This is an optimization exercise on Yosys and OpenROAD, whose aim is a short achievable clock period and few clock cycles, not a production implementation. Function was checked by simulation only, so behaviour that the tests miss may differ from the original. Power figures rest on the tool's default switching activity, not on a simulated workload.

==> flow/design.v <==
`timescale 1ns/1ps
module mipsCore (
    input  logic               CLK,
    input  logic               rst_n,
    output logic [32-1:0] o_pc,
    input  logic [32-1:0] i_instr,
    output logic [32-1:0] o_memAddr,
    output logic [32-1:0] o_memWrData,
    output logic               o_memWrite,
    output logic               o_memRead,
    input  logic [32-1:0] i_memRdData,
    input  logic               i_memReady
);
    logic        memStall;    
    logic        busFree;     
    logic        ldDone;      
    logic        stallF;      
    logic        mispE;       
    logic [31:0] pcF;
    logic [31:0] pc4F;
    logic [31:0] nextF;
    logic        isJF;
    logic        predF;
    logic [5:0]  opF;
    logic [5:0]  fnF;
    logic [4:0]  rsF, rtF, rdF;
    logic [31:0] immF;
    logic        regWriteF, isLoadF, isStoreF, isBrF, aluSrcF;
    logic        useRsF, useRtF, wrF;
    logic [4:0]  destF;
    logic [4:0]  aluSelF;     
    logic [31:0] rsRegF, rtRegF;
    logic        eA, mA, lA, rA, eB, mB, lB, rB;  
    logic        hzRs, hzRt;
    logic        killP;       
    logic        shortF;      
    logic [6:0]  brLoF;
    logic [23:0] hiIncF, hiDecF, hiC1F, hiC0F;
    logic [31:0] baseF;
    logic        holdF, useBrF;
    logic        fAE, fBE;    
    logic [31:0] rsNextF, rtNextF;
    logic        regWriteE, isLoadE, isStoreE, canMisE, isBneE, predE;
    logic [4:0]  aluSelE;
    logic [4:0]  destE;       
    logic [31:0] rsValE, rtValE, opBE, immE, pc4E, altE;
    logic [31:0] sumE, difE, addrE, aluE;
    logic        sltE, eqE;
    logic [31:0] aluM;
    logic        regWriteM;
    logic [4:0]  destM;
    logic [31:0] busAddr, busData;
    logic        busRd, busWr;
    logic [4:0]  busDest;
    logic [31:0] q1Addr, q1Data;
    logic        q1Rd, q1Wr, q1V;
    logic [4:0]  q1Dest;
    logic        killQ1;
    logic [31:0] regs [1:31];
    assign o_pc = pcF;
    assign pc4F = pcF + 32'd4;
    assign opF = i_instr[31:26];
    assign rsF = i_instr[25:21];
    assign rtF = i_instr[20:16];
    assign rdF = i_instr[15:11];
    assign fnF = i_instr[5:0];
    assign immF = {{16{i_instr[15]}}, i_instr[15:0]};
    assign isJF = (opF == 6'd2);
    assign shortF = (i_instr[15:6] == {10{i_instr[15]}});
    assign predF = (opF[5:1] == 5'b00010) && shortF &&
                   ((rsF == rtF) ? !opF[0] : (i_instr[15] || opF[0]));
    assign brLoF = {1'b0, pc4F[7:2]} + {1'b0, i_instr[5:0]};
    assign hiIncF = pc4F[31:8] + 24'd1;
    assign hiDecF = pc4F[31:8] - 24'd1;
    assign holdF = stallF || memStall;
    always_comb begin
        if (mispE)
            baseF = altE;
        else if (holdF)
            baseF = pcF;
        else if (isJF)
            baseF = {pc4F[31:28], i_instr[25:0], 2'b00};
        else
            baseF = pc4F;
    end
    assign useBrF = predF && !mispE && !holdF;
    assign hiC1F = useBrF ? (i_instr[15] ? pc4F[31:8] : hiIncF) : baseF[31:8];
    assign hiC0F = useBrF ? (i_instr[15] ? hiDecF : pc4F[31:8]) : baseF[31:8];
    assign nextF = {brLoF[6] ? hiC1F : hiC0F,
                    useBrF ? brLoF[5:0] : baseF[7:2],
                    useBrF ? 2'b00 : baseF[1:0]};
    always_ff @(posedge CLK) begin
        if (!rst_n)
            pcF <= 32'h0000_0000;
        else
            pcF <= nextF;
    end
    always_comb begin
        regWriteF = 1'b0;
        isLoadF = 1'b0;
        isStoreF = 1'b0;
        isBrF = 1'b0;
        aluSrcF = 1'b0;
        useRsF = 1'b0;
        useRtF = 1'b0;
        destF = rtF;
        aluSelF = 5'b00001;
        case (opF)
            6'd0: begin
                destF = rdF;
                useRsF = 1'b1;
                useRtF = 1'b1;
                regWriteF = 1'b1;
                case (fnF)
                    6'd33: ;
                    6'd35: aluSelF = 5'b00010;
                    6'd36:  aluSelF = 5'b00100;
                    6'd37:   aluSelF = 5'b01000;
                    6'd42:  aluSelF = 5'b10000;
                    default: begin
                        regWriteF = 1'b0;
                        useRsF = 1'b0;
                        useRtF = 1'b0;
                    end
                endcase
            end
            6'd9: begin
                regWriteF = 1'b1;
                aluSrcF = 1'b1;
                useRsF = 1'b1;
            end
            6'd35: begin
                isLoadF = 1'b1;
                aluSrcF = 1'b1;
                useRsF = 1'b1;
            end
            6'd43: begin
                isStoreF = 1'b1;
                aluSrcF = 1'b1;
                useRsF = 1'b1;
                useRtF = 1'b1;
            end
            6'd4, 6'd5: begin
                isBrF = 1'b1;
                useRsF = 1'b1;
                useRtF = 1'b1;
            end
            default: ;
        endcase
        if (destF == 5'd0)
            regWriteF = 1'b0;
        wrF = (regWriteF || isLoadF) && (destF != 5'd0);
    end
    assign ldDone = busRd && i_memReady;
    assign rsRegF = regs[rsF];
    assign rtRegF = regs[rtF];
    assign fAE = regWriteE && (destE == rsF);
    assign fBE = regWriteE && (destE == rtF);
    assign eA = fAE;
    assign mA = !eA && regWriteM && (destM == rsF);
    assign lA = !eA && !mA && ldDone && (busDest != 5'd0) && (busDest == rsF);
    assign rA = !eA && !mA && !lA && (rsF != 5'd0);
    assign eB = fBE;
    assign mB = !eB && regWriteM && (destM == rtF);
    assign lB = !eB && !mB && ldDone && (busDest != 5'd0) && (busDest == rtF);
    assign rB = !eB && !mB && !lB && (rtF != 5'd0);
    assign hzRs = (rsF != 5'd0) && ((isLoadE && (destE == rsF)) ||
                                    (!fAE && busRd && !i_memReady && (busDest == rsF)) ||
                                    (!fAE && q1Rd && (q1Dest == rsF)));
    assign hzRt = (rtF != 5'd0) && ((isLoadE && (destE == rtF)) ||
                                    (!fBE && busRd && !i_memReady && (busDest == rtF)) ||
                                    (!fBE && q1Rd && (q1Dest == rtF)));
    assign stallF = (useRsF && hzRs) || (useRtF && hzRt);
    assign memStall = (isLoadF || isStoreF) &&
                      ((q1V && (isLoadE || isStoreE || !i_memReady)) ||
                       ((busRd || busWr) && (isLoadE || isStoreE) && !i_memReady));
    assign killP = (regWriteE || isLoadE) && (busDest == destE);
    assign killQ1 = (regWriteE || isLoadE) && (q1Dest == destE);
    always_ff @(posedge CLK) begin
        if (!rst_n) begin
            regWriteE <= 1'b0;
            isLoadE <= 1'b0;
            isStoreE <= 1'b0;
            canMisE <= 1'b0;
        end else begin
            if (mispE || stallF || memStall) begin
                regWriteE <= 1'b0;
                isLoadE <= 1'b0;
                isStoreE <= 1'b0;
                canMisE <= 1'b0;
            end else begin
                regWriteE <= regWriteF;
                isLoadE <= isLoadF;
                isStoreE <= isStoreF;
                canMisE <= isBrF && (i_instr[15:0] != 16'd0);
            end
        end
    end
    assign rsNextF = ({32{eA}} & aluE) | ({32{mA}} & aluM) |
                     ({32{lA}} & i_memRdData) | ({32{rA}} & rsRegF);
    assign rtNextF = ({32{eB}} & aluE) | ({32{mB}} & aluM) |
                     ({32{lB}} & i_memRdData) | ({32{rB}} & rtRegF);
    always_ff @(posedge CLK) begin
        begin
            isBneE <= opF[0];
            predE <= predF;
            aluSelE <= aluSelF;
            destE <= wrF ? destF : 5'd0;
            rsValE <= rsNextF;
            rtValE <= rtNextF;
            opBE <= ({32{aluSrcF}} & immF) |
                    ({32{!aluSrcF && eB}} & aluE) | ({32{!aluSrcF && mB}} & aluM) |
                    ({32{!aluSrcF && lB}} & i_memRdData) | ({32{!aluSrcF && rB}} & rtRegF);
            immE <= immF;
            pc4E <= pc4F;
        end
    end
    assign sumE = rsValE + opBE;
    assign difE = rsValE - opBE;
    assign addrE = rsValE + immE;
    assign sltE = (rsValE[31] != opBE[31]) ? rsValE[31] : difE[31];
    assign aluE = ({32{aluSelE[0]}} & sumE) |
                  ({32{aluSelE[1]}} & difE) |
                  ({32{aluSelE[2]}} & (rsValE & opBE)) |
                  ({32{aluSelE[3]}} & (rsValE | opBE)) |
                  {31'd0, aluSelE[4] & sltE};
    assign eqE = (rsValE == rtValE);
    assign altE = predE ? pc4E : (pc4E + {immE[29:0], 2'b00});
    assign mispE = canMisE && ((eqE ^ isBneE) != predE);
    always_ff @(posedge CLK) begin
        if (!rst_n)
            regWriteM <= 1'b0;
        else
            regWriteM <= regWriteE;
    end
    always_ff @(posedge CLK) begin
        aluM <= aluE;
        destM <= destE;
    end
    assign busFree = !(busRd || busWr) || i_memReady;
    assign q1V = q1Rd || q1Wr;
    always_ff @(posedge CLK) begin
        if (!rst_n) begin
            busRd <= 1'b0;
            busWr <= 1'b0;
            q1Rd <= 1'b0;
            q1Wr <= 1'b0;
        end else if (busFree) begin
            busRd <= q1V ? q1Rd : isLoadE;
            busWr <= q1V ? q1Wr : isStoreE;
            q1Rd <= q1V && isLoadE;
            q1Wr <= q1V && isStoreE;
        end else if (!q1V) begin
            q1Rd <= isLoadE;
            q1Wr <= isStoreE;
        end
    end
    always_ff @(posedge CLK) begin
        if (busFree) begin
            busAddr <= q1V ? q1Addr : addrE;
            busData <= q1V ? q1Data : rtValE;
            busDest <= q1V ? (killQ1 ? 5'd0 : q1Dest) : destE;
        end else if (killP)
            busDest <= 5'd0;
    end
    always_ff @(posedge CLK) begin
        if (busFree || !q1V) begin
            q1Addr <= addrE;
            q1Data <= rtValE;
            q1Dest <= destE;
        end else if (killQ1)
            q1Dest <= 5'd0;
    end
    assign o_memAddr = busAddr;
    assign o_memWrData = busData;
    assign o_memRead = busRd;
    assign o_memWrite = busWr;
    always_ff @(posedge CLK) begin
        if (regWriteM)
            regs[destM] <= aluM;
        if (ldDone && (busDest != 5'd0))
            regs[busDest] <= i_memRdData;
    end
endmodule
==> flow/config.mk <==
export PLATFORM = sky130hd
export DESIGN_NAME = mipsCore
export DESIGN_NICKNAME = mipsCore
export VERILOG_FILES = /design/flow/design.v
export SDC_FILE = /design/flow/constraint.sdc
export NUM_CORES = 4
export LEC_CHECK = 0
export CAP_MARGIN = 20
export CORE_MARGIN = 2
export CORE_UTILIZATION = 40
export SETUP_SLACK_MARGIN = 5
export SLEW_MARGIN = 20
==> flow/constraint.sdc <==
create_clock -name core_clock -period 8.0 [get_ports {CLK}]
set_input_delay 1.6000 -clock core_clock [delete_from_list [all_inputs] [get_ports {CLK}]]
set_output_delay 1.6000 -clock core_clock [all_outputs]
set_load 0.01 [all_outputs]
standard.sh (not shown) runs the stock make flow with config.mk's settings and CLKGATE_MAP_FILE= SYNTH_SCRIPT=/design/flow/synth_recipe.tcl, a recipe that flattens the netlist after the stock synthesis.
==> flow/flow/run.sh <==
#!/bin/bash
# The standard layout (the standard.sh, unchanged settings and steps),
# except that synthesis leaves full and half adders to abc as plain gates
# instead of mapping them to the platform's adder cells: an empty
# ADDER_MAP_FILE skips ORFS's extract_fa/techmap adder step. Registers,
# their names and cell types are the same as in the standard synthesis.
set -euo pipefail
export ADDER_MAP_FILE=
bash standard.sh > flow_make.log 2>&1
Testbench counts at the start, summed over its fixed seeds: cycles 28,300.
Edit:
--- a/flow/design.v
+++ b/flow/design.v
@@ -67,9 +67,9 @@
     assign immF = {{16{i_instr[15]}}, i_instr[15:0]};
     assign isJF = (opF == 6'd2);
     assign shortF = (i_instr[15:6] == {10{i_instr[15]}});
     assign predF = (opF[5:1] == 5'b00010) && shortF &&
-                   ((rsF == rtF) ? !opF[0] : (i_instr[15] || opF[0]));
+                   ((rsF == rtF) ? !opF[0] : i_instr[15]);
     assign brLoF = {1'b0, pc4F[7:2]} + {1'b0, i_instr[5:0]};
     assign hiIncF = pc4F[31:8] + 24'd1;
     assign hiDecF = pc4F[31:8] - 24'd1;
     assign holdF = stallF || memStall;
Effect: Sequential share of layout area goes down by 0.14 points. Die area climbs by 0.89%. Setup slack degrades by 0.42 ns. Combinational power went up by 4.3%. Count of clock-buffer cells in the layout is lower by 17. Wire length shrinks by 2.9%.
Testbench counts after the change, summed over its fixed seeds: cycles 28,695.

-- separate check: timing with driven ports --
The flow's constraints put no driver on any port. The routed layouts listed below were extracted and timed again, unchanged, in two steps.
Step 1 sets driving cells, clkbuf_16 on the clock port and buf_2 on the other inputs (assumed; they add their load-dependent delay and slew).
Step 2 adds t to the input delays and takes it off the output delays; t is the mean of the earliest and latest rising clock arrival at the registers after step 1. Input paths then give back, and output paths get back, about the clock's delay inside the block.
a / b / c = ideal / step 1 / step 2; a / b = the first two.
run	shift t [ns]	setup slack, ns	hold WS [ns]	pins driven straight from the clock port
the first run	0.898	4.655 / 4.162 / 3.264	0.362 / 0.362 / 0.362	1
the second run	0.899	4.235 / 4.037 / 3.138	0.362 / 0.362 / 0.362	1
After both steps setup and hold are still met in every run listed. The setup slack of the first run, which loses most, moves by -0.493 ns with the drivers and by -1.391 ns with both steps.
